This is an optimization exercise on Yosys and OpenROAD, whose aim is small area, a short achievable clock period and few clock cycles per item, not a production implementation. At most, simulation tests tie the RTL to the original design; equivalence was not proved. No functional check of the RTL was part of runs 2 to 4. Power figures rest on the tool's default switching activity, not on a simulated workload.

==> design/flow/design.v <==
package klpc_pkg;
	localparam int GRID_SIZE = 32;
	localparam int COORD_W   = 5;
	localparam int COUNT_W   = 59;
	localparam int NDIG = 15;
	localparam int KD0  = 3;
	localparam int KD   = 4;
	localparam int TD_W = 12;
	localparam int NSLOT = 5;
endpackage
import klpc_pkg::*;
module klpc_cell #(
	parameter int Y  = 0,
	parameter int W  = 1,
	parameter int WN = 1
) (
	input  logic            clk,
	input  logic            t_first,
	input  logic            t_last,
	input  logic [TD_W-1:0] t_dat,
	input  logic [WN-1:0]   nb,
	output logic [W-1:0]    cnt
);
	function automatic int dlo(input int d);
		dlo = (d == 0) ? 0 : KD0 + (d - 1) * KD;
	endfunction
	function automatic int ndig(input int w);
		ndig = (w <= KD0) ? 1 : 1 + (w - KD0 + KD - 1) / KD;
	endfunction
	localparam int ND = ndig(W);
	logic [4:0] f, ky;
	logic [1:0] cls;
	assign {f, ky, cls} = t_dat;
	logic copy, z, init, hit, blk;
	assign copy = t_last && ({1'b0, f} < 6'(Y));
	assign z    = t_first || copy;
	assign init = t_last ? (Y == 0) : (6'(Y) <= {1'b0, f});
	assign hit  = ((cls == 2'd0) && ({1'b0, ky} == 6'(Y))) ||
	              ((cls == 2'd1) && (({1'b0, ky} == 6'(Y + 2)) || ((Y >= 2) && ({1'b0, ky} == 6'(Y - 2))))) ||
	              ((cls == 2'd2) && (({1'b0, ky} == 6'(Y + 1)) || ((Y >= 1) && ({1'b0, ky} == 6'(Y - 1)))));
	assign blk  = !copy && hit;
	logic [((ND > 1) ? ND - 1 : 1):1] zq, bq, cy;
	for (genvar d = 0; d < ND; d++) begin : g_dig
		localparam int LO  = dlo(d);
		localparam int HI  = ((dlo(d + 1) < W) ? dlo(d + 1) : W) - 1;
		localparam int DW  = HI - LO + 1;
		localparam int NHI = (HI < WN - 1) ? HI : WN - 1;
		function automatic logic [DW:0] rca(input logic [DW-1:0] a, input logic [DW-1:0] b, input logic ci);
			logic c;
			c = ci;
			for (int i = 0; i < DW; i++) begin
				rca[i] = a[i] ^ b[i] ^ c;
				c = (a[i] & b[i]) | (a[i] & c) | (b[i] & c);
			end
			rca[DW] = c;
		endfunction
		logic [DW-1:0] q, own, nbd;
		logic [DW:0]   sum;
		assign cnt[HI:LO] = q;
		if (WN > LO) begin : g_nb
			assign nbd = DW'(nb[NHI:LO]);
		end else begin : g_nonb
			assign nbd = '0;
		end
		if (d == 0) begin : g_d0
			if (DW > 1) begin : g_w
				assign own = {cnt[HI:1] & {(DW-1){!z}}, !copy && (t_first ? init : cnt[0])};
			end else begin : g_n
				assign own = !copy && (t_first ? init : cnt[0]);
			end
			assign sum = rca(own, nbd, 1'b0);
			always_ff @(posedge clk) begin
				q <= blk ? '0 : sum[DW-1:0];
			end
			if (ND > 1) begin : g_c
				logic c_q, z_q, b_q;
				always_ff @(posedge clk) begin
					c_q <= sum[DW];
					z_q <= z;
					b_q <= blk;
				end
				assign cy[1] = c_q;
				assign zq[1] = z_q;
				assign bq[1] = b_q;
			end
		end else begin : g_dn
			assign own = cnt[HI:LO] & {DW{!zq[d]}};
			assign sum = rca(own, nbd, cy[d]);
			always_ff @(posedge clk) begin
				q <= bq[d] ? '0 : sum[DW-1:0];
			end
			if (d < ND - 1) begin : g_c
				logic c_q, z_q, b_q;
				always_ff @(posedge clk) begin
					c_q <= sum[DW];
					z_q <= zq[d];
					b_q <= bq[d];
				end
				assign cy[d+1] = c_q;
				assign zq[d+1] = z_q;
				assign bq[d+1] = b_q;
			end
		end
	end
endmodule
import klpc_pkg::*;
module klpc_ctrl (
	input  logic               clk,
	input  logic               arst_n,
	input  logic               in_valid,
	output logic               in_stall,
	input  logic [COORD_W-1:0] target_x,
	input  logic [COORD_W-1:0] target_y,
	input  logic [COORD_W-1:0] knight_x,
	input  logic [COORD_W-1:0] knight_y,
	output logic               out_valid,
	input  logic               out_stall,
	output logic [COUNT_W-1:0] path_count,
	output logic               o_first,
	output logic               o_last,
	output logic [TD_W-1:0]    o_dat,
	input  logic               p_first,
	input  logic               x_first,
	input  logic               x_last,
	input  logic [TD_W-1:0]    x_dat,
	input  logic [COUNT_W-1:0] res
);
	localparam int RING = 33;        
	localparam int SP   = NDIG + 2;  
	function automatic int dlo(input int d);
		dlo = (d == 0) ? 0 : KD0 + (d - 1) * KD;
	endfunction
	localparam int SIW = (NSLOT > 4) ? 3 : 2;    
	function automatic logic [SIW-1:0] slot_inc(input logic [SIW-1:0] v);
		slot_inc = (v == SIW'(NSLOT - 1)) ? '0 : v + SIW'(1);
	endfunction
	logic       a_v, p_v, b_v;
	logic       a_take, p_take, b_take;
	logic [4:0] a_tx, a_ty, a_kx, a_ky;
	logic       sw;
	logic stall_q;
	assign in_stall = stall_q;
	assign a_take   = in_valid && !in_stall;
	assign p_take   = a_v && (!p_v || b_take);
	assign sw       = target_x > target_y;
	logic a_v_n, p_v_n;
	assign a_v_n = a_take || (a_v && !p_take);
	assign p_v_n = p_take || (p_v && !b_take);
	always_ff @(posedge clk or negedge arst_n) begin
		if (!arst_n) begin
			a_v     <= 1'b0;
			p_v     <= 1'b0;
			stall_q <= 1'b0;
		end else begin
			a_v     <= a_v_n;
			p_v     <= p_v_n;
			stall_q <= a_v_n && p_v_n;
		end
	end
	always_ff @(posedge clk) begin
		if (a_take) begin
			a_tx <= sw ? target_y : target_x;
			a_ty <= sw ? target_x : target_y;
			a_kx <= sw ? knight_y : knight_x;
			a_ky <= sw ? knight_x : knight_y;
		end
	end
	logic [4:0] b0m, b0;
	logic       b0none;
	always_comb begin
		b0m    = 5'd31;
		b0     = 5'd0;
		b0none = 1'b1;
		case (a_kx)
			5'd0: begin
				if (a_ky != 5'd0) begin
					b0m = a_ky - 5'd1;  b0 = a_ky;         b0none = 1'b0;
				end
			end
			5'd1: begin
				if (a_ky >= 5'd3) begin
					b0m = a_ky - 5'd3;  b0 = a_ky - 5'd2;  b0none = 1'b0;
				end else begin
					b0m = a_ky + 5'd1;  b0 = a_ky + 5'd2;  b0none = 1'b0;
				end
			end
			5'd2: begin
				if (a_ky >= 5'd2) begin
					b0m = a_ky - 5'd2;  b0 = a_ky - 5'd1;  b0none = 1'b0;
				end else begin
					b0m = a_ky;         b0 = a_ky + 5'd1;  b0none = 1'b0;
				end
			end
			default: begin
			end
		endcase
	end
	logic       px01;
	assign px01 = (a_tx[4:1] == 4'd0);
	logic       p_x0, p_lastcol;
	logic [1:0] p_x0cls;
	logic [4:0] p_x0ky, p_ky, p_ty, p_ff, p_rc0;
	logic [5:0] p_dxc0;
	always_ff @(posedge clk) begin
		if (p_take) begin
			p_x0      <= px01;
			p_x0cls   <= b0none ? 2'd3 : 2'd0;
			p_x0ky    <= b0;
			p_ky      <= a_ky;
			p_ty      <= a_ty;
			p_ff      <= px01 ? 5'd0 : b0m;
			p_dxc0    <= 6'd1 - {1'b0, a_kx};
			p_rc0     <= px01 ? {4'd0, a_tx[0]} : a_tx - 5'd1;
			p_lastcol <= (a_tx == 5'd0);
		end
	end
	logic       b_first, b_x0, b_lastcol, b_tok0;
	logic [1:0] b_x0cls, b_cls;
	logic [4:0] b_ky, b_x0ky, b_ty, b_ff, b_f;
	logic [5:0] b_dxc, b_dxc0;
	logic [4:0] b_rc, b_rc0;
	logic       issue;
	logic       ring, enter_q;
	logic [NSLOT-1:0] tmr_ok;
	assign b_tok0 = b_x0 && b_first;
	always_comb begin
		if (b_tok0) begin
			b_cls = b_x0cls;
		end else begin
			case (b_dxc)
				6'd0:        b_cls = 2'd0;
				6'd1, 6'h3f: b_cls = 2'd1;
				6'd2, 6'h3e: b_cls = 2'd2;
				default:     b_cls = 2'd3;
			endcase
		end
	end
	assign b_f = b_lastcol ? b_ty : b_ff;
	logic [NSLOT-1:0] islot;
	assign issue  = b_v && !ring && !enter_q && (!b_first || |(tmr_ok & islot));
	assign b_take = p_v && (!b_v || (issue && b_lastcol));
	always_ff @(posedge clk or negedge arst_n) begin
		if (!arst_n) begin
			b_v     <= 1'b0;
			b_first <= 1'b1;
		end else begin
			if (b_take) begin
				b_v     <= 1'b1;
				b_first <= 1'b1;
			end else if (issue) begin
				b_first <= 1'b0;
				if (b_lastcol) b_v <= 1'b0;
			end else if (enter_q) begin
				b_first <= 1'b1;
			end
		end
	end
	always_ff @(posedge clk) begin
		if (b_take) begin
			b_x0      <= p_x0;
			b_x0cls   <= p_x0cls;
			b_x0ky    <= p_x0ky;
			b_ky      <= p_ky;
			b_ty      <= p_ty;
			b_ff      <= p_ff;
			b_dxc     <= p_dxc0;
			b_dxc0    <= p_dxc0;
			b_rc      <= p_rc0;
			b_rc0     <= p_rc0;
			b_lastcol <= p_lastcol;
		end else if (issue) begin
			if (!b_tok0) b_dxc <= b_dxc + 6'd1;
			b_rc      <= b_rc - 5'd1;
			b_lastcol <= (b_rc == 5'd1);
		end else if (enter_q) begin
			b_dxc     <= b_dxc0;
			b_rc      <= b_rc0;
			b_lastcol <= (b_rc0 == 5'd0);
		end
	end
	localparam logic [1:0] S_FREE = 2'd0, S_RES = 2'd1, S_VAL = 2'd2;
	logic [NSLOT-1:0][1:0] sst;
	logic [NSLOT-1:0] sfree;
	logic [SIW-1:0]   wslot, cslot, rslot;
	logic             inq, qpass, seek, hc0, kill;
	logic [5:0]       hc, kc;
	logic [4:0]       kn;
	logic [5:0]       npend;
	logic             npz, npo;
	logic [5:0]       npend_p1, npend_m1;
	logic             pass_q;
	localparam int TW = (SP < 16) ? 4 : ((SP < 32) ? 5 : 6);
	logic [NSLOT-1:0][TW-1:0] tmr;
	logic xf, xl, in_q, cur_pass, recirc, pass_ev, cap0, head, lastiss;
	for (genvar i = 0; i < NSLOT; i++) begin : g_free
		assign sfree[i] = (sst[i] == S_FREE);
	end
	assign xf       = x_first && !kill;
	assign xl       = x_last && !kill;
	assign in_q     = xf || inq;
	assign cur_pass = xf ? pass_q : qpass;
	assign recirc   = in_q && !cur_pass && (ring || enter_q) && !kill;
	assign pass_ev  = xf && pass_q;
	assign cap0     = xl && in_q && cur_pass;
	assign head     = seek || hc0;
	assign lastiss  = issue && b_lastcol;
	logic       ring_n, seek_n, hc0_n, kill_n;
	logic [5:0] hc_n, kc_n;
	logic [4:0] kn_n, j;
	logic [SIW-1:0] wslot_n;
	assign j = b_v ? (b_rc0 - b_rc) : 5'd0;
	always_comb begin
		wslot_n = pass_ev ? slot_inc(wslot) : wslot;
		kc_n    = (kc != 6'd0) ? kc - 6'd1 : kc;
		kn_n    = kill ? kn - 5'd1 : kn;
		kill_n  = (kc <= 6'd1) && ((kn >= 5'd2) || ((kn == 5'd1) && !kill));
		hc_n    = (hc != 6'd0) ? hc - 6'd1 : hc;
		hc0_n   = (hc <= 6'd1);
		seek_n  = seek;
		ring_n  = ring;
		if (enter_q) begin
			ring_n = 1'b1;
			hc_n   = 6'(RING - 1);
			hc0_n  = 1'b0;
			seek_n = 1'b0;
			kn_n   = j;
			kc_n   = 6'(RING - 1) - {1'b0, j};
			kill_n = 1'b0;
		end else if (ring) begin
			if (xf && head) begin
				if (pass_q) begin
					seek_n = 1'b1;
				end else begin
					seek_n = 1'b0;
					hc_n   = 6'(RING - 1);
					hc0_n  = 1'b0;
				end
			end
			if (npz || (npo && pass_ev)) ring_n = 1'b0;
		end
	end
	logic n_first, n_head, n_free;
	assign n_first = p_first && !kill_n;
	assign n_head  = !ring_n || seek_n || hc0_n;
	assign n_free  = pass_ev ? sfree[slot_inc(wslot)] : sfree[wslot];
	always_ff @(posedge clk or negedge arst_n) begin
		if (!arst_n) begin
			ring    <= 1'b0;
			inq     <= 1'b0;
			qpass   <= 1'b0;
			seek    <= 1'b0;
			hc      <= 6'd0;
			hc0     <= 1'b1;
			kc      <= 6'd0;
			kn      <= 5'd0;
			kill    <= 1'b0;
			npend    <= 6'd0;
			npend_p1 <= 6'd1;
			npend_m1 <= 6'h3f;
			npz      <= 1'b1;
			npo     <= 1'b0;
			pass_q  <= 1'b0;
			enter_q <= 1'b0;
			islot   <= NSLOT'(1);
			tmr     <= '0;
			tmr_ok  <= '1;
		end else begin
			ring    <= ring_n;
			inq     <= in_q && !xl;
			if (xf) qpass <= pass_q;
			seek    <= seek_n;
			hc      <= hc_n;
			hc0     <= hc0_n;
			kc      <= kc_n;
			kn      <= kn_n;
			kill    <= kill_n;
			if (lastiss && !pass_ev) begin
				npend    <= npend_p1;
				npend_p1 <= npend_p1 + 6'd1;
				npend_m1 <= npend;
				npz      <= 1'b0;
				npo      <= npz;
			end else if (!lastiss && pass_ev) begin
				npend    <= npend_m1;
				npend_p1 <= npend;
				npend_m1 <= npend_m1 - 6'd1;
				npz      <= npo;
				npo      <= (npend == 6'd2);
			end
			pass_q  <= n_head && n_free;
			enter_q <= !ring_n && n_first && !(n_head && n_free);
			for (int i = 0; i < NSLOT; i++) begin
				if (lastiss && islot[i]) begin
					tmr[i]    <= TW'(SP);
					tmr_ok[i] <= 1'b0;
				end else if (tmr[i] != '0) begin
					tmr[i]    <= tmr[i] - TW'(1);
					tmr_ok[i] <= (tmr[i] == TW'(1));
				end
			end
			if (lastiss) islot <= {islot[NSLOT-2:0], islot[NSLOT-1]};
		end
	end
	always_ff @(posedge clk or negedge arst_n) begin
		if (!arst_n) begin
			o_first <= 1'b0;
			o_last  <= 1'b0;
		end else if (recirc) begin
			o_first <= x_first;
			o_last  <= x_last;
		end else if (issue) begin
			o_first <= b_first;
			o_last  <= b_lastcol;
		end else begin
			o_first <= 1'b0;
			o_last  <= 1'b0;
		end
	end
	always_ff @(posedge clk) begin
		if (recirc) begin
			o_dat <= x_dat;
		end else begin
			o_dat <= {b_f, b_tok0 ? b_x0ky : b_ky, b_cls};
		end
	end
	logic [NDIG-1:1]               capv;
	logic [NDIG-1:1][SIW-1:0]      caps;
	logic [NSLOT-1:0][COUNT_W-1:0] slot;
	always_ff @(posedge clk or negedge arst_n) begin
		if (!arst_n) begin
			capv  <= '0;
			cslot <= '0;
			wslot <= '0;
			rslot <= '0;
			sst   <= '0;
		end else begin
			capv[1] <= cap0;
			for (int d = 2; d < NDIG; d++) capv[d] <= capv[d-1];
			if (cap0) cslot <= slot_inc(cslot);
			wslot <= wslot_n;
			if (pass_ev) sst[wslot] <= S_RES;
			if (capv[NDIG-1]) sst[caps[NDIG-1]] <= S_VAL;
			if (hand) sst[rslot] <= S_FREE;
			rslot <= rslot_n;
		end
	end
	always_ff @(posedge clk) begin
		caps[1] <= cslot;
		for (int d = 2; d < NDIG; d++) caps[d] <= caps[d-1];
	end
	for (genvar d = 0; d < NDIG; d++) begin : g_cap
		localparam int LO = dlo(d);
		localparam int HI = ((dlo(d + 1) < COUNT_W) ? dlo(d + 1) : COUNT_W) - 1;
		logic       en;
		logic [SIW-1:0] ci;
		if (d == 0) begin : g_e0
			assign en = cap0;
			assign ci = cslot;
		end else begin : g_en
			assign en = capv[d];
			assign ci = caps[d];
		end
		for (genvar s = 0; s < NSLOT; s++) begin : g_s
			logic [HI-LO:0] q;
			always_ff @(posedge clk) begin
				if (en && (ci == SIW'(s))) q <= res[HI:LO];
			end
			assign slot[s][HI:LO] = q;
		end
	end
	logic               ov_q, hand;
	logic [SIW-1:0]     rslot_n;
	logic [COUNT_W-1:0] out_q;
	assign hand    = ov_q && !out_stall;
	assign rslot_n = hand ? slot_inc(rslot) : rslot;
	always_ff @(posedge clk or negedge arst_n) begin
		if (!arst_n) begin
			ov_q <= 1'b0;
		end else begin
			ov_q <= (sst[rslot_n] == S_VAL);
		end
	end
	always_ff @(posedge clk) begin
		out_q <= slot[rslot_n];
	end
	assign out_valid  = ov_q;
	assign path_count = out_q;
endmodule
import klpc_pkg::*;
module knight_blocked_lattice_path_count (
	input  logic               clk,
	input  logic               arst_n,
	input  logic               in_valid,
	output logic               in_stall,
	input  logic [COORD_W-1:0] target_x,
	input  logic [COORD_W-1:0] target_y,
	input  logic [COORD_W-1:0] knight_x,
	input  logic [COORD_W-1:0] knight_y,
	output logic               out_valid,
	input  logic               out_stall,
	output logic [COUNT_W-1:0] path_count
);
	function automatic int roww(input int y);
		case (y)
			0: roww = 1;   1: roww = 6;   2: roww = 10;  3: roww = 13;
			4: roww = 16;  5: roww = 19;  6: roww = 22;  7: roww = 24;
			8: roww = 26;  9: roww = 29;  10: roww = 31; 11: roww = 32;
			12: roww = 34; 13: roww = 36; 14: roww = 38; 15: roww = 39;
			16: roww = 41; 17: roww = 42; 18: roww = 44; 19: roww = 45;
			20: roww = 47; 21: roww = 48; 22: roww = 49; 23: roww = 50;
			24: roww = 52; 25: roww = 53; 26: roww = 54; 27: roww = 55;
			28: roww = 56; 29: roww = 57; 30: roww = 58; default: roww = 59;
		endcase
	endfunction
	function automatic int rowoff(input int y);
		case (y)
			0: rowoff = 0;  1: rowoff = 1;  2: rowoff = 7;  3: rowoff = 17;
			4: rowoff = 30;  5: rowoff = 46;  6: rowoff = 65;  7: rowoff = 87;
			8: rowoff = 111;  9: rowoff = 137;  10: rowoff = 166;  11: rowoff = 197;
			12: rowoff = 229;  13: rowoff = 263;  14: rowoff = 299;  15: rowoff = 337;
			16: rowoff = 376;  17: rowoff = 417;  18: rowoff = 459;  19: rowoff = 503;
			20: rowoff = 548;  21: rowoff = 595;  22: rowoff = 643;  23: rowoff = 692;
			24: rowoff = 742;  25: rowoff = 794;  26: rowoff = 847;  27: rowoff = 901;
			28: rowoff = 956;  29: rowoff = 1012;  30: rowoff = 1069;  31: rowoff = 1127;
			32: rowoff = 1186;
			default: rowoff = 0;
		endcase
	endfunction
	localparam int NB = rowoff(GRID_SIZE);
	logic [GRID_SIZE:0]           t_first, t_last;
	logic [GRID_SIZE:0][TD_W-1:0] t_dat;
	logic [GRID_SIZE:1]           tq_first, tq_last;
	logic [GRID_SIZE:1][TD_W-1:0] tq_dat;
	logic                         t0_first, t0_last;
	logic [TD_W-1:0]              t0_dat;
	logic [NB-1:0]                rows;
	klpc_ctrl u_ctrl (
		.clk        (clk),
		.arst_n     (arst_n),
		.in_valid   (in_valid),
		.in_stall   (in_stall),
		.target_x   (target_x),
		.target_y   (target_y),
		.knight_x   (knight_x),
		.knight_y   (knight_y),
		.out_valid  (out_valid),
		.out_stall  (out_stall),
		.path_count (path_count),
		.o_first    (t0_first),
		.o_last     (t0_last),
		.o_dat      (t0_dat),
		.p_first    (t_first[GRID_SIZE-1]),
		.x_first    (t_first[GRID_SIZE]),
		.x_last     (t_last[GRID_SIZE]),
		.x_dat      (t_dat[GRID_SIZE]),
		.res        (rows[NB-1 -: COUNT_W])
	);
	assign t_first = {tq_first, t0_first};
	assign t_last  = {tq_last, t0_last};
	assign t_dat   = {tq_dat, t0_dat};
	always_ff @(posedge clk or negedge arst_n) begin
		if (!arst_n) begin
			tq_first <= '0;
			tq_last  <= '0;
		end else begin
			tq_first <= t_first[GRID_SIZE-1:0];
			tq_last  <= t_last[GRID_SIZE-1:0];
		end
	end
	always_ff @(posedge clk) begin
		tq_dat <= t_dat[GRID_SIZE-1:0];
	end
	for (genvar i = 0; i < GRID_SIZE; i++) begin : g_cell
		localparam int W   = roww(i);
		localparam int OFF = rowoff(i);
		localparam int WN  = (i == 0) ? 1 : roww(i - 1);
		logic [WN-1:0] nb;
		if (i == 0) begin : g_first
			assign nb = '0;
		end else begin : g_rest
			assign nb = rows[rowoff(i - 1) +: WN];
		end
		klpc_cell #(.Y(i), .W(W), .WN(WN)) u_cell (
			.clk     (clk),
			.t_first (t_first[i]),
			.t_last  (t_last[i]),
			.t_dat   (t_dat[i]),
			.nb      (nb),
			.cnt     (rows[OFF +: W])
		);
	end
endmodule
==> design/flow/run.sh <==
#!/bin/bash
# synth_recipe.tcl (not shown) runs the flow's synth.tcl, then flattens the netlist and writes it again
# the make line also repeats each setting of config.mk as NAME=value (left out here)
make -C /OpenROAD-flow-scripts/flow DESIGN_CONFIG=/design/flow/config.mk WORK_HOME=/design/flow/orfs CLKGATE_MAP_FILE= SYNTH_SCRIPT=/design/flow/synth_recipe.tcl finish
==> design/flow/config.mk <==
export PLATFORM = sky130hd
export DESIGN_NAME = knight_blocked_lattice_path_count
export DESIGN_NICKNAME = knight_blocked_lattice_path_count
export VERILOG_FILES = /design/flow/design.v
export SDC_FILE = /design/flow/constraint.sdc
export NUM_CORES = 4
export LEC_CHECK = 0
export CAP_MARGIN = 20
export CORE_MARGIN = 2
export CORE_UTILIZATION = 40
export CTS_CLUSTER_DIAMETER = 110
export CTS_CLUSTER_SIZE = 24
export PLACE_DENSITY = 0.6
export SETUP_SLACK_MARGIN = 3.4
export SLEW_MARGIN = 20
==> design/flow/constraint.sdc <==
create_clock -name core_clock -period 6.0 [get_ports {clk}]
set_input_delay 1.2000 -clock core_clock [delete_from_list [all_inputs] [get_ports {clk}]]
set_output_delay 1.2000 -clock core_clock [all_outputs]
set_load 0.01 [all_outputs]
==> summary.md, run 1 <==
| Metric | Value |
|---|---|
| Grt total ovfl | 0 |
| Layout Utilization | 43.8% |
| Vias per cell | 4.45 |
| Endpoints failing setup | 0 |
| DP Worst Slack | 1.95 ns |
| CTS Buffer Depth | 4 |
| Worst-Margin Slew | 1.06 ns |
| DRC Markers | 0 |
| Sequential share of the synthesized area | 56.9% |
| Post-synthesis net count | 10400 |
| Distinct cell type count after synthesis | 85 |
| Final Hold Fails | 0 |
| Drt pass-1 iters | 17 |
| DIE HEIGHT | 548 um |
| Delay-heaviest family, CP | flip-flops |
| Routability congestion estimate | 0.765 |
| Post-synth EDFFs | 394 |
| Post-synth ARST share | 5.94% |
| Skew final | 0.0439 ns |
| FP Rows | 199 |
| Post-DRT Antenna Nets | 0 |
| Synth Register Bits | 3117 |
| Final setup margin | 3.40 ns |
| Slew headroom | 28.5% |
| Final Max Tran Viols | 0 |
| Crit-path max cell delay | 0.41 ns |
| Routed WL per cell | 13.1 um |
| CP max FO | 2 |
| Top cell type's share of synthesized area | 43.0% |
| Period minus WS final | 2.60 ns |
| Fmax | 384 MHz |
| Setup_tns | 0 ns |
| Largest net degree at the start of global routing | 140 |
| Chip Width | 548 um |
| Placed inst area | 0.124 mm2 |
| Post-synth top area cell | dfxtp_1 |
| Crit. End Element | output pin |
| Slowest cell on the critical path | dfrtp_1 |
| Non-filler cells, final | 13300 |
| Nets | 10600 |
| Max-Cap Viols | 0 |
| Num CTS Buffers | 156 |
| Layout cells sized above 1 | 5.37% |
| Mapped Avg Cell Area | 13.0 um2 |
| Final Instance Area | 0.129 mm2 |
| Global-route wire length before repair | 309 mm |
| Sink Count | 3117 |
| Buffer and inverter count on the worst path | 1 |
| Arr. time, crit path | 1.40 ns |
| PwrDens | 521 mW/mm2 |
| Die area | 0.300 mm2 |
| I/O Buffers | 84 |
| CTS Root Cell | clkbuf_16 |
| Status | complete, no violations |
| Routed WL | 174 mm |
| RSZ-0062 raised after global routing | true |
| Maximum VDD drop | 0.331 mV |
| WP data required | 4.80 ns |
| Io pins | 85 |
| Final Cycle Share | 43.4% |
| Prevailing post-synth register cell | dfxtp_1 |
| GRT Util Overall | 12.1% |
| Type of the most critical hold path | input port to asynchronous set/reset pin |
| Critical-path cell list | buf_2 |
| Critical path class | register to output pin |
| Area Overhead vs Synth | 8.92% |
| Vias in the first global route | 63700 |
| Number of fillers in the final layout | 26800 |
| DR vias | 59200 |
| Post-synthesis cell count | 9101 |
| Later-pin clock latency in the skew report | 0.85 ns |
| Synth warn | 34 |
| Cells after DPL | 13100 |
| H-tree Lvls | 4 |
| DP Wirelength | 128 mm |
| Leak | 0.0540 uW |
| DRT iter0 DRCs | 2307 |
| CP Launch Type | register |
| Hold-fix buffers at CTS | 0 |
| Mapped Area | 0.118 mm2 |
| Reg clk slew, reported paths | 0.10 ns |
| Core area | 0.294 mm2 |
| Starting density of the core | 40.2% |
| Synth area leaders | dfxtp_1 43%, fa_1 19%, edfxtp_1 10%, nor2b_1 8.8%, dfrtp_1 3.6% |
| Initial antenna violation count | 3 |
| CTS tree | done |
==> synth_stat cells (67+ instances only) <==
cell type and instances:
dfrtp_1 169, edfxtp_1 394, nor3_1 67, ha_1 132, nor2b_1 1658, o21ai_0 130, and2_1 82, nor2_1 429
nand2_1 215, inv_1 1011, nand2b_1 314, a21oi_1 121, dfxtp_1 2538, fa_1 1097
==> path summary, 6_finish.rpt <==
path                                        startpoint                        end  slack (ns)  cells after the start
setup / recovery              u_ctrl.stall_q$_DFF_PN0_                   in_stall        3.40                      1
hold / removal                                  arst_n   u_ctrl.stall_q$_DFF_PN0_        0.29                      1
setup reg to reg           u_ctrl.wslot[0]$_DFFE_PN0P_   u_ctrl.enter_q$_DFF_PN0_        3.48                      6
hold reg to reg                    tq_dat[211]$_DFF_P_        tq_dat[223]$_DFF_P_        0.30                      0
max in group asynchronous                       arst_n  u_ctrl.rslot[0]$_DFF_PN0_        4.41                      2
min in group core_clock            tq_dat[211]$_DFF_P_        tq_dat[223]$_DFF_P_        0.30                      0
==> flip-flops by register name, summed over array words and instances (netlist names), 12 cells and up <==
register / flops
g_cell.u_cell.g_dig.q: 1186
g_cell.u_cell.g_dig.g_dn.g_c.b_q: 254
g_cell.u_cell.g_dig.g_d0.g_c.c_q: 31
tq_last: 32
g_cell.u_cell.g_dig.g_dn.g_c.c_q: 254
g_cell.u_cell.g_dig.g_d0.g_c.b_q: 31
g_cell.u_cell.g_dig.g_dn.g_c.z_q: 254
u_ctrl.out_q: 59
g_cell.u_cell.g_dig.g_d0.g_c.z_q: 31
u_ctrl.g_cap.g_s.q: 295
u_ctrl.o_dat: 12
tq_dat: 384
u_ctrl.caps: 42
u_ctrl.capv: 14
u_ctrl.tmr: 25
tq_first: 32
==> per-stage QoR <==
step                      hold slack [ns]  total power (uW)
after detailed placement            0.312             57300
after CTS                           0.225             68900
after global placement              0.311             55900
final                               0.286             67100
after floorplan                     0.310             51600
after global routing                0.246             75300
==> cells in the final DEF, fill, tap and decap left out, drive strengths merged, types with 23 or more instances in the layout <==
master	count
o21ai	138
ha	132
mux2i	33
dfrtp	169
or3	24
mux2	28
mux4	59
a21oi	122
nor3	68
buf	96
nand2	215
nor3b	32
inv	1017
nor2	430
dfxtp	2538
edfxtp	394
and2	82
o22ai	24
a22o	61
nor2b	1658
xnor2	60
clkbuf	211
nand3	37
nor4bb	25
fa	1097
a211oi	23
nand2b	314
==> power breakdown <==
group	leakage (uW)	internal [uW]	switching, uW	total (uW)
logic	0.0247	13300	11600	24800
clock network	0.00208	4970	6320	11300
registers	0.0272	27600	3370	31000
==> per-layer routing <==
layer	share of wire [%]	GRT usage [%]
met2	50	21.2
met5	0	0
met1	45	15.9
met4	1.9	2.50
met3	3.2	1.78
==> logic make-up after synthesis <==
| logic type | after synthesis | share of synthesized area, % |
|---|---|---|
| multiplexers | 120 | 1.69 |
| buffers and inverters | 1069 | 3.47 |
| AO/OA/AOI/OAI | 499 | 2.73 |
| adder cells (fa/ha/maj) | 1229 | 20.0 |
| XOR/XNOR | 74 | 0.549 |
| flip-flops | 3117 | 56.9 |
| AND/OR/NAND/NOR | 2993 | 14.6 |
==> layout make-up <==
type	count	area [um2]	area share, %
Sequential cell	3117	67400	52.4
Multi-Input combinational cell	4921	47100	36.6
Tap cell	3919	4900	3.81
Clock buffer	210	4230	3.29
Inverter	1013	3840	2.98
Timing Repair Buffer	120	1100	0.858
Clock inverter	4	45.0	0.0350
Timing Repair inverter	1	8.76	0.00681
Antenna cell	3	7.51	0.00583
==> timing repair <==
item	in CTS	in global routing
hold endpoints to repair	0	0
buffers inserted	12	9
gates resized for setup	378	62
pin swaps	3	3
setup endpoints to repair	262	176
gates cloned	6	2
Testbench counts, summed over its fixed seeds: cycles 17,016, items 1,600.
==> run 2: changes to the inputs <==
--- a/design/flow/design.v
+++ b/design/flow/design.v
@@ -137,12 +137,11 @@
 	logic       a_v, p_v, b_v;
 	logic       a_take, p_take, b_take;
 	logic [4:0] a_tx, a_ty, a_kx, a_ky;
-	logic       sw;
+	logic       a_sw;
 	logic stall_q;
 	assign in_stall = stall_q;
 	assign a_take   = in_valid && !in_stall;
 	assign p_take   = a_v && (!p_v || b_take);
-	assign sw       = target_x > target_y;
 	logic a_v_n, p_v_n;
 	assign a_v_n = a_take || (a_v && !p_take);
 	assign p_v_n = p_take || (p_v && !b_take);
@@ -159,44 +158,57 @@
 	end
 	always_ff @(posedge clk) begin
 		if (a_take) begin
-			a_tx <= sw ? target_y : target_x;
-			a_ty <= sw ? target_x : target_y;
-			a_kx <= sw ? knight_y : knight_x;
-			a_ky <= sw ? knight_x : knight_y;
+			a_sw <= target_x > target_y;
+			a_tx <= target_x;
+			a_ty <= target_y;
+			a_kx <= knight_x;
+			a_ky <= knight_y;
 		end
 	end
-	logic [4:0] b0m, b0;
-	logic       b0none;
-	always_comb begin
-		b0m    = 5'd31;
-		b0     = 5'd0;
-		b0none = 1'b1;
-		case (a_kx)
+	function automatic logic [10:0] b0calc(input logic [4:0] kx, input logic [4:0] ky);
+		logic [4:0] m, b;
+		logic       none;
+		m    = 5'd31;
+		b    = 5'd0;
+		none = 1'b1;
+		case (kx)
 			5'd0: begin
-				if (a_ky != 5'd0) begin
-					b0m = a_ky - 5'd1;  b0 = a_ky;         b0none = 1'b0;
+				if (ky != 5'd0) begin
+					m = ky - 5'd1;  b = ky;         none = 1'b0;
 				end
 			end
 			5'd1: begin
-				if (a_ky >= 5'd3) begin
-					b0m = a_ky - 5'd3;  b0 = a_ky - 5'd2;  b0none = 1'b0;
+				if (ky >= 5'd3) begin
+					m = ky - 5'd3;  b = ky - 5'd2;  none = 1'b0;
 				end else begin
-					b0m = a_ky + 5'd1;  b0 = a_ky + 5'd2;  b0none = 1'b0;
+					m = ky + 5'd1;  b = ky + 5'd2;  none = 1'b0;
 				end
 			end
 			5'd2: begin
-				if (a_ky >= 5'd2) begin
-					b0m = a_ky - 5'd2;  b0 = a_ky - 5'd1;  b0none = 1'b0;
+				if (ky >= 5'd2) begin
+					m = ky - 5'd2;  b = ky - 5'd1;  none = 1'b0;
 				end else begin
-					b0m = a_ky;         b0 = a_ky + 5'd1;  b0none = 1'b0;
+					m = ky;         b = ky + 5'd1;  none = 1'b0;
 				end
 			end
 			default: begin
 			end
 		endcase
-	end
+		b0calc = {none, b, m};
+	endfunction
+	logic [4:0]  ptx, pty, pkx, pky;
+	logic [10:0] b0n, b0s;
+	logic [4:0]  b0m, b0;
+	logic        b0none;
+	assign ptx = a_sw ? a_ty : a_tx;
+	assign pty = a_sw ? a_tx : a_ty;
+	assign pkx = a_sw ? a_ky : a_kx;
+	assign pky = a_sw ? a_kx : a_ky;
+	assign b0n = b0calc(a_kx, a_ky);
+	assign b0s = b0calc(a_ky, a_kx);
+	assign {b0none, b0, b0m} = a_sw ? b0s : b0n;
 	logic       px01;
-	assign px01 = (a_tx[4:1] == 4'd0);
+	assign px01 = (ptx[4:1] == 4'd0);
 	logic       p_x0, p_lastcol;
 	logic [1:0] p_x0cls;
 	logic [4:0] p_x0ky, p_ky, p_ty, p_ff, p_rc0;
@@ -206,12 +218,12 @@
 			p_x0      <= px01;
 			p_x0cls   <= b0none ? 2'd3 : 2'd0;
 			p_x0ky    <= b0;
-			p_ky      <= a_ky;
-			p_ty      <= a_ty;
+			p_ky      <= pky;
+			p_ty      <= pty;
 			p_ff      <= px01 ? 5'd0 : b0m;
-			p_dxc0    <= 6'd1 - {1'b0, a_kx};
-			p_rc0     <= px01 ? {4'd0, a_tx[0]} : a_tx - 5'd1;
-			p_lastcol <= (a_tx == 5'd0);
+			p_dxc0    <= 6'd1 - {1'b0, pkx};
+			p_rc0     <= px01 ? {4'd0, ptx[0]} : ptx - 5'd1;
+			p_lastcol <= (ptx == 5'd0);
 		end
 	end
 	logic       b_first, b_x0, b_lastcol, b_tok0;
@@ -469,19 +481,20 @@
 		end
 	end
 	logic               ov_q, hand;
-	logic [SIW-1:0]     rslot_n;
+	logic [SIW-1:0]     rslot_n, rslot_i;
 	logic [COUNT_W-1:0] out_q;
 	assign hand    = ov_q && !out_stall;
-	assign rslot_n = hand ? slot_inc(rslot) : rslot;
+	assign rslot_i = slot_inc(rslot);
+	assign rslot_n = hand ? rslot_i : rslot;
 	always_ff @(posedge clk or negedge arst_n) begin
 		if (!arst_n) begin
 			ov_q <= 1'b0;
 		end else begin
-			ov_q <= (sst[rslot_n] == S_VAL);
+			ov_q <= hand ? (sst[rslot_i] == S_VAL) : (sst[rslot] == S_VAL);
 		end
 	end
 	always_ff @(posedge clk) begin
-		out_q <= slot[rslot_n];
+		out_q <= hand ? slot[rslot_i] : slot[rslot];
 	end
 	assign out_valid  = ov_q;
 	assign path_count = out_q;
--- a/design/flow/config.mk
+++ b/design/flow/config.mk
@@ -11,5 +11,5 @@
 export CTS_CLUSTER_DIAMETER = 110
 export CTS_CLUSTER_SIZE = 24
 export PLACE_DENSITY = 0.6
-export SETUP_SLACK_MARGIN = 3.4
+export SETUP_SLACK_MARGIN = 3.5
 export SLEW_MARGIN = 20
==> summary.md, run 2 <==
| Metric | Value |
|---|---|
| Status | complete, no violations |
| Fmax | 385 MHz (+0.11%) |
| Endpoints failing setup | 0 (unchanged) |
| Number of fillers in the final layout | 27000 (+0.89%) |
| Most frequent cells in the layout | 2277 x dfxtp_1, 1661 x nor2b_1, 1002 x inv_1, 854 x fa_1, 456 x nor2_1 |
| Final Hold Fails | 0 (unchanged) |
| CP max FO | 2 (unchanged) |
| Post-DRT Antenna Nets | 0 (unchanged) |
| DP Wirelength | 133 mm (+3.8%) |
| Core area | 0.297 mm2 (+0.93%) |
| Final Cycle Share | 43.3% (-0.045 points) |
| Sequential share of the synthesized area | 56.6% (-0.37 points) |
| Register area | 0.0677 mm2 (+0.44%) |
| Synth area leaders | dfxtp_1 43%, fa_1 18%, edfxtp_1 10%, nor2b_1 8.7%, dfrtp_1 3.6% |
| Delay-heaviest family, CP | flip-flops |
| Num CTS Buffers | 157 (+0.64%) |
| Post-synthesis cell count | 9329 (+2.5%) |
| WP data required | 4.80 ns (about the same) |
| Maximum VDD drop | 0.273 mV (-18%) |
| GRT Util Overall | 12.6% (+0.54 points) |
| Post-synth EDFFs | 395 (+0.25%) |
| FP Rows | 200 (+0.50%) |
| Worst setup path start | u_ctrl.ov_q$_DFF_PN0_ |
| Reg with most FFs | g_cell.u_cell.g_dig.q |
| Critical-path cell list | buf_6 |
| RR Startpoint | u_ctrl.rslot[0]$_DFFE_PN0P_ |
| I/O Buffers | 84 (unchanged) |
| Arr. time, crit path | 1.40 ns (about the same) |
| Largest registers | g_cell.u_cell.g_dig.q x1186, tq_dat x384, u_ctrl.g_cap.g_s.q x295 |
| Mapped Avg Cell Area | 12.8 um2 (-1.8%) |
| Initial antenna violation count | 3 (unchanged) |
| DRT iter0 DRCs | 2422 (+5.0%) |
| Psw | 26300 uW (+24%) |
| DIE HEIGHT | 549 um (+0.35%) |
| Commonest non-fill, non-tap cell in the layout | dfxtp_1 |
| Leak | 0.0546 uW (+1.1%) |
| Worst reg2reg path depth | 12 (+6) |
| CTS tree | done |
| Vias per cell | 4.49 (+0.75%) |
| Starting density of the core | 40.1% (-0.093 points) |
| Met2 WL | 90.2 mm (+4.6%) |
| Slowest cell on the critical path | dfrtp_1 |
| Critical path depth | 1 (unchanged) |
| Layout Utilization | 44.2% (+0.43 points) |
| Slew headroom | 27.0% (-1.4 points) |
| Largest net degree at the start of global routing | 125 (-11%) |
| Worst Setup EP | out_valid |
| Combinational share of power | 38.3% (+1.3 points) |
| Layout cells sized above 1 | 10.5% (+5.1 points) |
| PwrDens | 591 mW/mm2 (+13%) |
| Io pins | 85 (unchanged) |
| Routability congestion estimate | 0.757 (-1.1%) |
| Routed WL | 184 mm (+6.0%) |
| R2R Setup Slk | 3.58 ns (+0.10 ns) |
| CTS Root Cell | clkbuf_16 |
| CTS Buffer Depth | 4 (unchanged) |
| H-tree Lvls | 4 (unchanged) |
| Final setup margin | 3.40 ns (+0.00273 ns) |
| Hold depth | 0 |
| RSZ-0062 raised after global routing | true |
| Prevailing post-synth register cell | dfxtp_1 |
| Clock power share | 14.5% (-2.3 points) |
| Crit. End Element | output pin |
| Total power | 77500 uW (+16%) |
| Nets | 10800 (+2.3%) |
| Crit-path max cell delay | 0.42 ns (about the same) |
| DRC Markers | 0 (unchanged) |
| Max reg flops | 1186 (unchanged) |
| Post-synth top area cell | dfxtp_1 |
| DP Worst Slack | 1.80 ns (-0.147 ns) |
| WL met1 | 83.5 mm (+5.9%) |
| Sequential Power Share | 47.2% (+1.0 points) |
| Sink Count | 3118 (+0.032%) |
| Non-filler cells, final | 13600 (+1.9%) |
| Routed WL per cell | 13.6 um (+4.0%) |
| Cells after DPL | 13300 (+1.7%) |
| Worst-Margin Slew | 1.08 ns (+0.0219 ns) |
| Distinct cell type count after synthesis | 94 (+11%) |
| Area Overhead vs Synth | 10.2% |
| Synth Register Bits | 3118 (+0.032%) |
| Switching share of total power | 33.9% (+2.2 points) |
| Chip Width | 549 um (+0.35%) |
| Top cell type's share of synthesized area | 42.7% (-0.30 points) |
| Grt total ovfl | 0 (unchanged) |
| Leading cell type by number of instances after synthesis | dfxtp_1 |
| Buffer and inverter count on the worst path | 1 (unchanged) |
| Skew final | 0.0471 ns (+0.00324 ns) |
| Global-route wire length before repair | 322 mm (+4.0%) |
| Later-pin clock latency in the skew report | 0.85 ns (about the same) |
| Setup_tns | 0 ns (unchanged) |
| Reg clk slew, reported paths | 0.10 ns (about the same) |
| Critical path class | register to output pin |
| CP Launch Type | register |
| Type of the most critical hold path | register to register |
| Post-synthesis net count | 10600 (+2.3%) |
| Post-synth ARST share | 5.93% (about the same) |
| Max-Cap Viols | 0 (unchanged) |
| Worst r2r dst | u_ctrl.out_q[1]$_DFF_P_ |
| Met3 wire len | 5.96 mm (+8.3%) |
| Top Layer Used | met4 |
| Period minus WS final | 2.60 ns (-0.00273 ns) |
| Post-synth top cells | 2538 x dfxtp_1, 1662 x nor2b_1, 1097 x fa_1 |
| Hold-fix buffers at CTS | 0 (unchanged) |
| Die area | 0.302 mm2 (+0.69%) |
| Synth warn | 34 (unchanged) |
| DR vias | 60800 (+2.7%) |
| Mapped Area | 0.119 mm2 (+0.70%) |
| Int Pwr | 51300 uW (+12%) |
| Drt pass-1 iters | 7 (-10) |
| Vias in the first global route | 64900 (+1.9%) |
| Final Max Tran Viols | 0 (unchanged) |
| Multi-input gate area | 0.0487 mm2 (+3.3%) |
==> run 2: changes by cell type after synthesis, moves of 29 or more <==
| cell | before | now |
|---|---|---|
| nor2_1 | 429 | 458 |
| mux2i_1 | 31 | 98 |
| mux2_2 | 28 | 77 |
| o22ai_1 | 24 | 84 |
| nand2_1 | 215 | 256 |
| a22oi_1 | 14 | 70 |
| mux4_2 | 59 | 1 |
| a22o_1 | 61 | 1 |
==> run 2: timing repair <==
item	in CTS	in global routing
gates resized for setup	461	497
cloned	9	3
setup endpoints to repair	240	417
pin swaps	11	17
buffers inserted	35	17
==> run 2: how the worst min path moves through the flow <==
stage	to	start	slack, ns
after CTS	tq_first[10]$_DFF_PN0_	arst_n	0.27
after detailed placement	tq_dat[151]$_DFF_P_	tq_dat[139]$_DFF_P_	0.31
after global routing	tq_first[11]$_DFF_PN0_	arst_n	0.31
after global placement	tq_dat[152]$_DFF_P_	tq_dat[140]$_DFF_P_	0.31
final	tq_dat[201]$_DFF_P_	tq_dat[189]$_DFF_P_	0.33
after floorplan	tq_dat[103]$_DFF_P_	tq_dat[91]$_DFF_P_	0.31
==> run 2: final cells by class <==
class                      instances  share of cell area (%)
antenna                            4                 0.00763
clock buffer                     202                    3.16
clock inverter                     8                  0.0849
inverter                        1009                    2.90
multi-input combinational       5125                    37.1
sequential                      3118                    51.6
tap                             3939                    3.76
timing repair buffer             158                    1.35
==> run 2: metrics by stage <==
step | hold slack [ns] | cell area, um2
global route | 0.310 | 131000
floorplan | 0.310 | 119000
CTS | 0.274 | 130000
global placement | 0.312 | 125000
finish | 0.327 | 131000
detailed placement | 0.312 | 125000
==> run 2: cell families after synthesis <==
group                    Yosys count  synth area share, %
flip-flops                      3118                 56.6
adder cells (fa/ha/maj)         1238                 19.9
AND/OR/NAND/NOR                 3039                 14.6
multiplexers                     179                 1.62
XOR/XNOR                          90                0.662
AO/OA/AOI/OAI                    572                 3.05
buffers and inverters           1093                 3.51
==> run 2: metal layers <==
| layer | vias up | track usage, % |
|---|---|---|
| met5 | - | 0 |
| met4 | 0 | 3.35 |
| met3 | 248 | 1.73 |
| met2 | 519 | 21.9 |
| met1 | 30300 | 16.6 |
| li1 | 29700 | - |
==> run 2: power by group through the flow <==
stage	Sequential [uW]	Combinational [uW]	Clock (uW)
CTS	36600	30300	11800
finish	36600	29700	11300
detailed placement	37000	29900	0
global route	37800	36700	12500
floorplan	34900	24500	0
global placement	36900	28500	0
==> run 3: changes to the inputs <==
--- a/design/flow/config.mk
+++ b/design/flow/config.mk
@@ -7,9 +7,9 @@
 export LEC_CHECK = 0
 export CAP_MARGIN = 20
 export CORE_MARGIN = 2
-export CORE_UTILIZATION = 40
+export CORE_UTILIZATION = 50
 export CTS_CLUSTER_DIAMETER = 110
 export CTS_CLUSTER_SIZE = 24
-export PLACE_DENSITY = 0.6
+export PLACE_DENSITY = 0.7
 export SETUP_SLACK_MARGIN = 3.5
 export SLEW_MARGIN = 20
==> summary.md, run 3 <==
| Metric | Value |
|---|---|
| Status | complete, no violations |
| Synth Register Bits | 3118 (unchanged) |
| Type of the most critical hold path | input port to asynchronous set/reset pin |
| GRT Util Overall | 15.5% (+2.8 points) |
| Routability congestion estimate | 0.777 (+2.7%) |
| Final Cycle Share | 43.4% (+0.081 points) |
| Skew final | 0.0307 ns (-0.0164 ns) |
| Arr. time, crit path | 1.40 ns (about the same) |
| Prevailing post-synth register cell | dfxtp_1 |
| Critical-path cell list | buf_2 |
| Endpoints failing setup | 0 (unchanged) |
| Mapped Avg Cell Area | 12.8 um2 (unchanged) |
| Chip Width | 492 um (-10%) |
| Distinct cell type count after synthesis | 94 (unchanged) |
| Top cell type's share of synthesized area | 42.7% (unchanged) |
| Area Overhead vs Synth | 9.47% |
| Post-DRT Antenna Nets | 0 (unchanged) |
| Sink Count | 3118 (unchanged) |
| Slew headroom | 25.7% (-1.3 points) |
| Post-synth ARST share | 5.93% (unchanged) |
| Period minus WS final | 2.60 ns (+0.00485 ns) |
| Reg clk slew, reported paths | 0.10 ns (about the same) |
| CTS Root Cell | clkbuf_16 |
| Hold-fix buffers at CTS | 0 (unchanged) |
| Largest registers | g_cell.u_cell.g_dig.q x1186, tq_dat x384, u_ctrl.g_cap.g_s.q x295 |
| Vias per cell | 4.80 (+7.0%) |
| Initial antenna violation count | 1 (-2) |
| Register area | 0.0677 mm2 (about the same) |
| I/O Buffers | 84 (unchanged) |
| Post-synthesis net count | 10600 (unchanged) |
| Post-synth EDFFs | 395 (unchanged) |
| Most frequent cells in the layout | 2296 x dfxtp_1, 1661 x nor2b_1, 1000 x inv_1, 833 x fa_1, 456 x nor2_1 |
| DIE HEIGHT | 492 um (-10%) |
| Num CTS Buffers | 148 (-5.7%) |
| WP data required | 4.80 ns (about the same) |
| DRC Markers | 0 (unchanged) |
| Total power | 77800 uW (+0.34%) |
| Worst-Margin Slew | 1.10 ns (+0.0195 ns) |
| Max-Cap Viols | 0 (unchanged) |
| Setup_tns | 0 ns (unchanged) |
| Final Instance Area | 0.130 mm2 (-0.69%) |
| Global-route wire length before repair | 317 mm (-1.7%) |
| Number of fillers in the final layout | 19400 (-28%) |
| Non-filler cells, final | 12800 (-5.6%) |
| Routed WL per cell | 14.2 um (+4.7%) |
| Multi-input gate area | 0.0489 mm2 (+0.48%) |
| Fmax | 384 MHz (-0.19%) |
| Maximum VDD drop | 0.331 mV (+21%) |
| Die area | 0.242 mm2 (-20%) |
| PwrDens | 597 mW/mm2 (+1.0%) |
| DP Worst Slack | 1.58 ns (-0.219 ns) |
| Drt pass-1 iters | 5 (-2) |
| Post-synthesis cell count | 9329 (unchanged) |
| Max reg flops | 1186 (unchanged) |
| Buffer and inverter count on the worst path | 1 (unchanged) |
| DR vias | 61400 (+0.96%) |
| Later-pin clock latency in the skew report | 0.82 ns (-0.03 ns) |
| Synth area leaders | dfxtp_1 43%, fa_1 18%, edfxtp_1 10%, nor2b_1 8.7%, dfrtp_1 3.6% |
| Starting density of the core | 50.2% (+10 points) |
| Post-synth top cells | 2538 x dfxtp_1, 1662 x nor2b_1, 1097 x fa_1 |
| Commonest non-fill, non-tap cell in the layout | dfxtp_1 |
| H-tree Lvls | 4 (unchanged) |
| Final Hold Fails | 0 (unchanged) |
| Crit-path max cell delay | 0.43 ns (about the same) |
| CP Launch Type | register |
| Critical path class | register to output pin |
| Largest net degree at the start of global routing | 147 (+18%) |
| Layout cells sized above 1 | 10.9% (+0.38 points) |
| Crit. End Element | output pin |
| Leak | 0.0546 uW (about the same) |
| Slowest cell on the critical path | dfrtp_1 |
| Sequential share of the synthesized area | 56.6% (unchanged) |
| RSZ-0062 raised after global routing | true |
| Core area | 0.237 mm2 (-20%) |
| DRT iter0 DRCs | 2696 (+11%) |
| Leading cell type by number of instances after synthesis | dfxtp_1 |
| Vias in the first global route | 65800 (+1.3%) |
| Reg with most FFs | g_cell.u_cell.g_dig.q |
| Placed inst area | 0.124 mm2 (-0.81%) |
| Synth warn | 34 (unchanged) |
| Routed WL | 182 mm (-1.2%) |
| Post-synth top area cell | dfxtp_1 |
| Final Max Tran Viols | 0 (unchanged) |
| Io pins | 85 (unchanged) |
| CTS tree | done |
| CP max FO | 3 (+1) |
| Cells after DPL | 12500 (-5.8%) |
| FP Rows | 179 (-11%) |
| CTS Buffer Depth | 3 (-1) |
| DP Wirelength | 130 mm (-2.4%) |
| Delay-heaviest family, CP | flip-flops |
| Grt total ovfl | 0 (unchanged) |
| Nets | 10800 (+0.028%) |
| Mapped Area | 0.119 mm2 (unchanged) |
| Final setup margin | 3.40 ns (-0.00485 ns) |
[run 3: cell count changes in the layout (fill, tap and decap cells not counted), moves of 4 or more]
cell	change
a21oi_2	+4
a22oi_1	-20
a22oi_2	+20
buf_2	+4
buf_4	+14
buf_6	-4
clkbuf_16	-7
dfxtp_1	+19
dfxtp_2	-17
fa_1	-21
fa_2	+21
ha_1	+5
ha_2	-6
inv_6	+4
[run 3: repair_timing]
action                     in CTS  in global routing
gates resized for setup       444                530
setup endpoints to repair     282                427
setup buffers                  29                 38
gates cloned                    7                  6
pin swaps                      10                 24
[run 3: cell type report]
class / instances / area share, %
flip-flops and latches: 3118 / 52.0
multi-input cells: 5126 / 37.6
clock buffers: 197 / 3.06
well taps: 3167 / 3.04
inverters: 1009 / 2.92
repair buffers: 169 / 1.35
clock inverters: 12 / 0.112
diodes: 1 / 0.00192
[run 3: cells by family after synthesis]
| kind of cell | synth area share (%) |
|---|---|
| compound gates | 3.05 |
| xor+xnor | 0.662 |
| fa+ha+maj | 19.9 |
| buf+inv | 3.51 |
| flops | 56.6 |
| mux | 1.62 |
| simple gates | 14.6 |
[run 3: routing by layer]
layer | GRT usage (%) | part of all wire [%] | up-vias
li1 | - | - | 29700
met1 | 20.0 | 44 | 30800
met2 | 27.3 | 51 | 629
met3 | 2.08 | 3.2 | 261
met4 | 4.07 | 2.2 | 0
met5 | 0 | 0 | -
[run 3: where the power goes]
part	internal, uW	switching [uW]
registers	30700	5890
clock network	4710	6260
logic	15800	14400
total	51300	26500
[run 3: per-stage QoR]
stage | utilization, % | hold slack (ns)
finish | 54.9 | 0.316
global route | 54.9 | 0.269
CTS | 54.2 | 0.244
detailed placement | 52.1 | 0.312
global placement | 52.1 | 0.311
floorplan | - | 0.310
[run 3: path summary, 6_finish.rpt]
check,start,endpoint,slack (ns),cells past startpoint
min in group core_clock,tq_dat[187]$_DFF_P_,tq_dat[199]$_DFF_P_,0.33,0
worst min-delay path,arst_n,u_ctrl.tmr[23]$_DFFE_PN0P_,0.32,1
max in group asynchronous,arst_n,u_ctrl.rslot[0]$_DFFE_PN0P_,4.44,2
worst max-delay path,u_ctrl.ov_q$_DFF_PN0_,out_valid,3.40,1
worst max register to register,u_ctrl.a_kx[1]$_DFFE_PP_,u_ctrl.p_x0ky[2]$_DFFE_PP_,3.54,8
worst min register to register,tq_dat[187]$_DFF_P_,tq_dat[199]$_DFF_P_,0.33,0
==> run 4: changes to the inputs <==
--- a/design/flow/design.v
+++ b/design/flow/design.v
@@ -138,9 +138,9 @@
 	logic       a_take, p_take, b_take;
 	logic [4:0] a_tx, a_ty, a_kx, a_ky;
 	logic       a_sw;
-	logic stall_q;
+	logic stall_q, stall_i;
 	assign in_stall = stall_q;
-	assign a_take   = in_valid && !in_stall;
+	assign a_take   = in_valid && !stall_i;
 	assign p_take   = a_v && (!p_v || b_take);
 	logic a_v_n, p_v_n;
 	assign a_v_n = a_take || (a_v && !p_take);
@@ -150,10 +150,12 @@
 			a_v     <= 1'b0;
 			p_v     <= 1'b0;
 			stall_q <= 1'b0;
+			stall_i <= 1'b0;
 		end else begin
 			a_v     <= a_v_n;
 			p_v     <= p_v_n;
 			stall_q <= a_v_n && p_v_n;
+			stall_i <= (a_v_n && p_take) || (a_v_n && p_v && !b_take);
 		end
 	end
 	always_ff @(posedge clk) begin
@@ -480,21 +482,22 @@
 			assign slot[s][HI:LO] = q;
 		end
 	end
-	logic               ov_q, hand;
-	logic [SIW-1:0]     rslot_n, rslot_i;
+	logic               ov_q, ov_i, hand;
+	logic [SIW-1:0]     rslot_n;
 	logic [COUNT_W-1:0] out_q;
-	assign hand    = ov_q && !out_stall;
-	assign rslot_i = slot_inc(rslot);
-	assign rslot_n = hand ? rslot_i : rslot;
+	assign hand    = ov_i && !out_stall;
+	assign rslot_n = hand ? slot_inc(rslot) : rslot;
 	always_ff @(posedge clk or negedge arst_n) begin
 		if (!arst_n) begin
 			ov_q <= 1'b0;
+			ov_i <= 1'b0;
 		end else begin
-			ov_q <= hand ? (sst[rslot_i] == S_VAL) : (sst[rslot] == S_VAL);
+			ov_q <= (sst[rslot_n] == S_VAL);
+			ov_i <= hand ? (sst[slot_inc(rslot)] == S_VAL) : (sst[rslot] == S_VAL);
 		end
 	end
 	always_ff @(posedge clk) begin
-		out_q <= hand ? slot[rslot_i] : slot[rslot];
+		out_q <= slot[rslot_n];
 	end
 	assign out_valid  = ov_q;
 	assign path_count = out_q;
--- a/design/flow/config.mk
+++ b/design/flow/config.mk
@@ -7,9 +7,9 @@
 export LEC_CHECK = 0
 export CAP_MARGIN = 20
 export CORE_MARGIN = 2
-export CORE_UTILIZATION = 50
+export CORE_UTILIZATION = 40
 export CTS_CLUSTER_DIAMETER = 110
 export CTS_CLUSTER_SIZE = 24
-export PLACE_DENSITY = 0.7
+export PLACE_DENSITY = 0.6
 export SETUP_SLACK_MARGIN = 3.5
 export SLEW_MARGIN = 20
==> summary.md, run 4 <==
| Metric | Value |
|---|---|
| Status | complete, no violations |
| DP Wirelength | 129 mm (-0.27%) |
| Buffer and inverter count on the worst path | 1 (unchanged) |
| Chip Width | 549 um (+12%) |
| Initial antenna violation count | 5 (+4) |
| Post-DRT Antenna Nets | 0 (unchanged) |
| Mapped Area | 0.119 mm2 (about the same) |
| Arr. time, crit path | 1.38 ns (-0.02 ns) |
| PwrDens | 614 mW/mm2 (+2.7%) |
| DR vias | 60200 (-1.9%) |
| Grt total ovfl | 0 (unchanged) |
| DRT iter0 DRCs | 2493 (-7.5%) |
| Distinct cell type count after synthesis | 91 (-3.2%) |
| Top cell type's share of synthesized area | 42.7% (about the same) |
| Global-route wire length before repair | 315 mm (-0.48%) |
| Post-synth ARST share | 5.96% (+0.030 points) |
| Commonest non-fill, non-tap cell in the layout | dfxtp_1 |
| FP Rows | 200 (+12%) |
| Vias in the first global route | 64600 (-1.8%) |
| Sequential share of the synthesized area | 56.6% (about the same) |
| Post-synthesis cell count | 9205 (-1.3%) |
| DRC Markers | 0 (unchanged) |
| Post-synth EDFFs | 395 (unchanged) |
| Post-synthesis net count | 10500 (-1.2%) |
| Die area | 0.302 mm2 (+25%) |
| DP Worst Slack | 1.74 ns (+0.156 ns) |
| Final Max Tran Viols | 0 (unchanged) |
| Vias per cell | 4.48 (-6.6%) |
| Synth area leaders | dfxtp_1 43%, fa_1 18%, edfxtp_1 10%, nor2b_1 8.7%, dfrtp_1 3.6% |
| CTS Buffer Depth | 4 (+1) |
| Slew headroom | 26.7% (+1.1 points) |
| Sink Count | 3119 (+0.032%) |
| Drt pass-1 iters | 7 (+2) |
| Layout cells sized above 1 | 9.94% (-0.92 points) |
| Worst-Margin Slew | 1.08 ns (-0.0157 ns) |
| Crit. End Element | output pin |
| Final Cycle Share | 43.1% (-0.32 points) |
| Leak | 0.0541 uW (-0.83%) |
| CP max FO | 2 (-1) |
| Num CTS Buffers | 157 (+6.1%) |
| Layout Utilization | 44.1% (-11 points) |
| Later-pin clock latency in the skew report | 0.85 ns (+0.03 ns) |
| Starting density of the core | 40.1% (-10 points) |
| H-tree Lvls | 4 (unchanged) |
| Routed WL per cell | 13.3 um (-6.3%) |
| Io pins | 85 (unchanged) |
| Reg clk slew, reported paths | 0.09 ns (about the same) |
| Post-synth top cells | 2538 x dfxtp_1, 1663 x nor2b_1, 1097 x fa_1 |
| Final setup margin | 3.42 ns (+0.0192 ns) |
| WP data required | 4.80 ns (about the same) |
| Nets | 10700 (-1.3%) |
| Largest net degree at the start of global routing | 127 (-14%) |
| Reg with most FFs | g_cell.u_cell.g_dig.q |
| Routability congestion estimate | 0.774 (-0.49%) |
| Non-filler cells, final | 13400 (+4.9%) |
| Routed WL | 179 mm (-1.6%) |
| Area Overhead vs Synth | 9.89% |
| Prevailing post-synth register cell | dfxtp_1 |
| Critical-path cell list | buf_6 |
| Max reg flops | 1186 (unchanged) |
| Total power | 80200 uW (+3.1%) |
| Delay-heaviest family, CP | flip-flops |
| Type of the most critical hold path | register to register |
| Synth Register Bits | 3119 (+0.032%) |
| Period minus WS final | 2.58 ns (-0.0192 ns) |
| Post-synth top area cell | dfxtp_1 |
| CP Launch Type | register |
| Largest registers | g_cell.u_cell.g_dig.q x1186, tq_dat x384, u_ctrl.g_cap.g_s.q x295 |
| Setup_tns | 0 ns (unchanged) |
| Skew final | 0.0390 ns (+0.00827 ns) |
| Maximum VDD drop | 0.301 mV (-9.0%) |
| Synth warn | 34 (unchanged) |
| Leading cell type by number of instances after synthesis | dfxtp_1 |
| Endpoints failing setup | 0 (unchanged) |
| Most frequent cells in the layout | 2296 x dfxtp_1, 1662 x nor2b_1, 1012 x inv_1, 877 x fa_1, 451 x nor2_1 |
| Hold-fix buffers at CTS | 0 (unchanged) |
| Crit-path max cell delay | 0.44 ns (about the same) |
| DIE HEIGHT | 549 um (+12%) |
| GRT Util Overall | 12.3% (-3.2 points) |
| CTS Root Cell | clkbuf_16 |
| Max-Cap Viols | 0 (unchanged) |
| Core area | 0.296 mm2 (+25%) |
| CTS tree | done |
| Critical path class | register to output pin |
| Mapped Avg Cell Area | 12.9 um2 (+1.3%) |
| Slowest cell on the critical path | dfrtp_2 |
| I/O Buffers | 84 (unchanged) |
| Fmax | 387 MHz (+0.74%) |
| RSZ-0062 raised after global routing | true |
| Final Hold Fails | 0 (unchanged) |
| Cells after DPL | 13200 (+5.3%) |
==> run 4: changes by cell type in the layout (fill, tap and decap cells not counted), sizes merged, moves of 41 or more <==
cell / previous run / this run
a22o: 1 / 61
mux2i: 100 / 40
a22oi: 70 / 11
mux4: 1 / 60
o22ai: 84 / 25
mux2: 78 / 23
o21ai: 157 / 116
==> run 4: cells by family (layout without fill, tap and decap cells) <==
family | count (synthesis) | after routing | synth area share (%)
AOI/OAI and AO/OA | 510 | 511 | 2.87
xor gates and xnor gates | 90 | 90 | 0.663
adders and majority gates | 1238 | 1238 | 19.9
buffers and inverters | 1090 | 1372 | 3.52
DFF | 3119 | 3119 | 56.6
muxes | 122 | 123 | 1.68
other | 0 | 2 | 0
and+or+nand+nor | 3036 | 3037 | 14.7
==> run 4: area by class of cell <==
| type | instances | area, um2 |
|---|---|---|
| fill | 26900 | 166000 |
| sequential | 3119 | 67700 |
| multi-input combinational | 4999 | 48400 |
| tap | 3939 | 4930 |
| clock buffer | 203 | 4140 |
| inverter | 1016 | 3820 |
| timing repair buffer | 144 | 1550 |
| clock inverter | 9 | 113 |
| antenna | 2 | 5.00 |
==> run 4: layer usage <==
layer  vias up  share of wire (%)  global-route usage [%]
met4         4                2.1                    2.73
li1      29300                  -                       -
met5         -              0.011                       0
met3       249                3.6                    1.84
met1     30000                 45                    16.1
met2       678                 49                    21.3
==> run 4: through the flow <==
| stage | cell area, um2 | hold slack [ns] |
|---|---|---|
| 4_1_cts | 129000 | 0.283 |
| 2_1_floorplan | 119000 | 0.310 |
| 3_3_place_gp | 124000 | 0.311 |
| 3_5_place_dp | 124000 | 0.312 |
| 6_report | 131000 | 0.321 |
| 5_1_grt | 131000 | 0.296 |
==> run 4: worst paths after layout <==
path | startpoint | endpoint | slack, ns | depth (start not counted)
setup / recovery | u_ctrl.ov_q$_DFF_PN0_ | out_valid | 3.42 | 1
hold / removal | tq_dat[283]$_DFF_P_ | tq_dat[295]$_DFF_P_ | 0.32 | 0
setup reg to reg | u_ctrl.a_kx[0]$_DFFE_PP_ | u_ctrl.p_x0ky[3]$_DFFE_PP_ | 3.56 | 8
hold reg to reg | tq_dat[283]$_DFF_P_ | tq_dat[295]$_DFF_P_ | 0.32 | 0
max in group asynchronous | arst_n | u_ctrl.ov_q$_DFF_PN0_ | 4.33 | 2
min in group asynchronous | arst_n | tq_first[8]$_DFF_PN0_ | 0.34 | 1
==> run 4: what timing repair did <==
item | CTS | global route
setup buffers | 31 | 10
cloned | 3 | 4
setup endpoints to repair | 236 | 450
pin swaps | 2 | 8
resized for setup | 448 | 449
==> run 4: power by group <==
part	switching, uW	internal, uW
logic	15000	16700
clock network	6350	4910
registers	6160	31100
total	27500	52700

-- what the ideal ports hide --
The results above use ideal ports. As a check the final layouts listed here were re-extracted and re-timed, cells and wires unchanged.
Step 1, drivers: a clkbuf_16 drives clk and a buf_2 each remaining input, both assumed.
Step 2 adds t to the input delays and takes it off the output delays; t is the mean of the earliest and latest rising clock arrival at the registers after step 1. Input paths then give back, and output paths get back, about the clock's delay inside the block.
Three values: ideal ports, drivers, drivers and shift; two values: the first two.
run	t (ns)	setup slack, ns	worst register clock-pin slew, ns
run 1	0.919	3.398 / 3.307 / 2.590	0.10 / 0.10
run 2	0.919	3.401 / 3.308 / 2.672	0.10 / 0.10
run 3	0.889	3.396 / 3.314 / 2.712	0.10 / 0.10
run 4	0.918	3.415 / 3.324 / 2.632	0.11 / 0.11
After both steps every run listed still meets setup and hold. For run 1, which loses most, drivers alone change the setup slack by -0.091 ns; drivers and shift together by -0.808 ns.
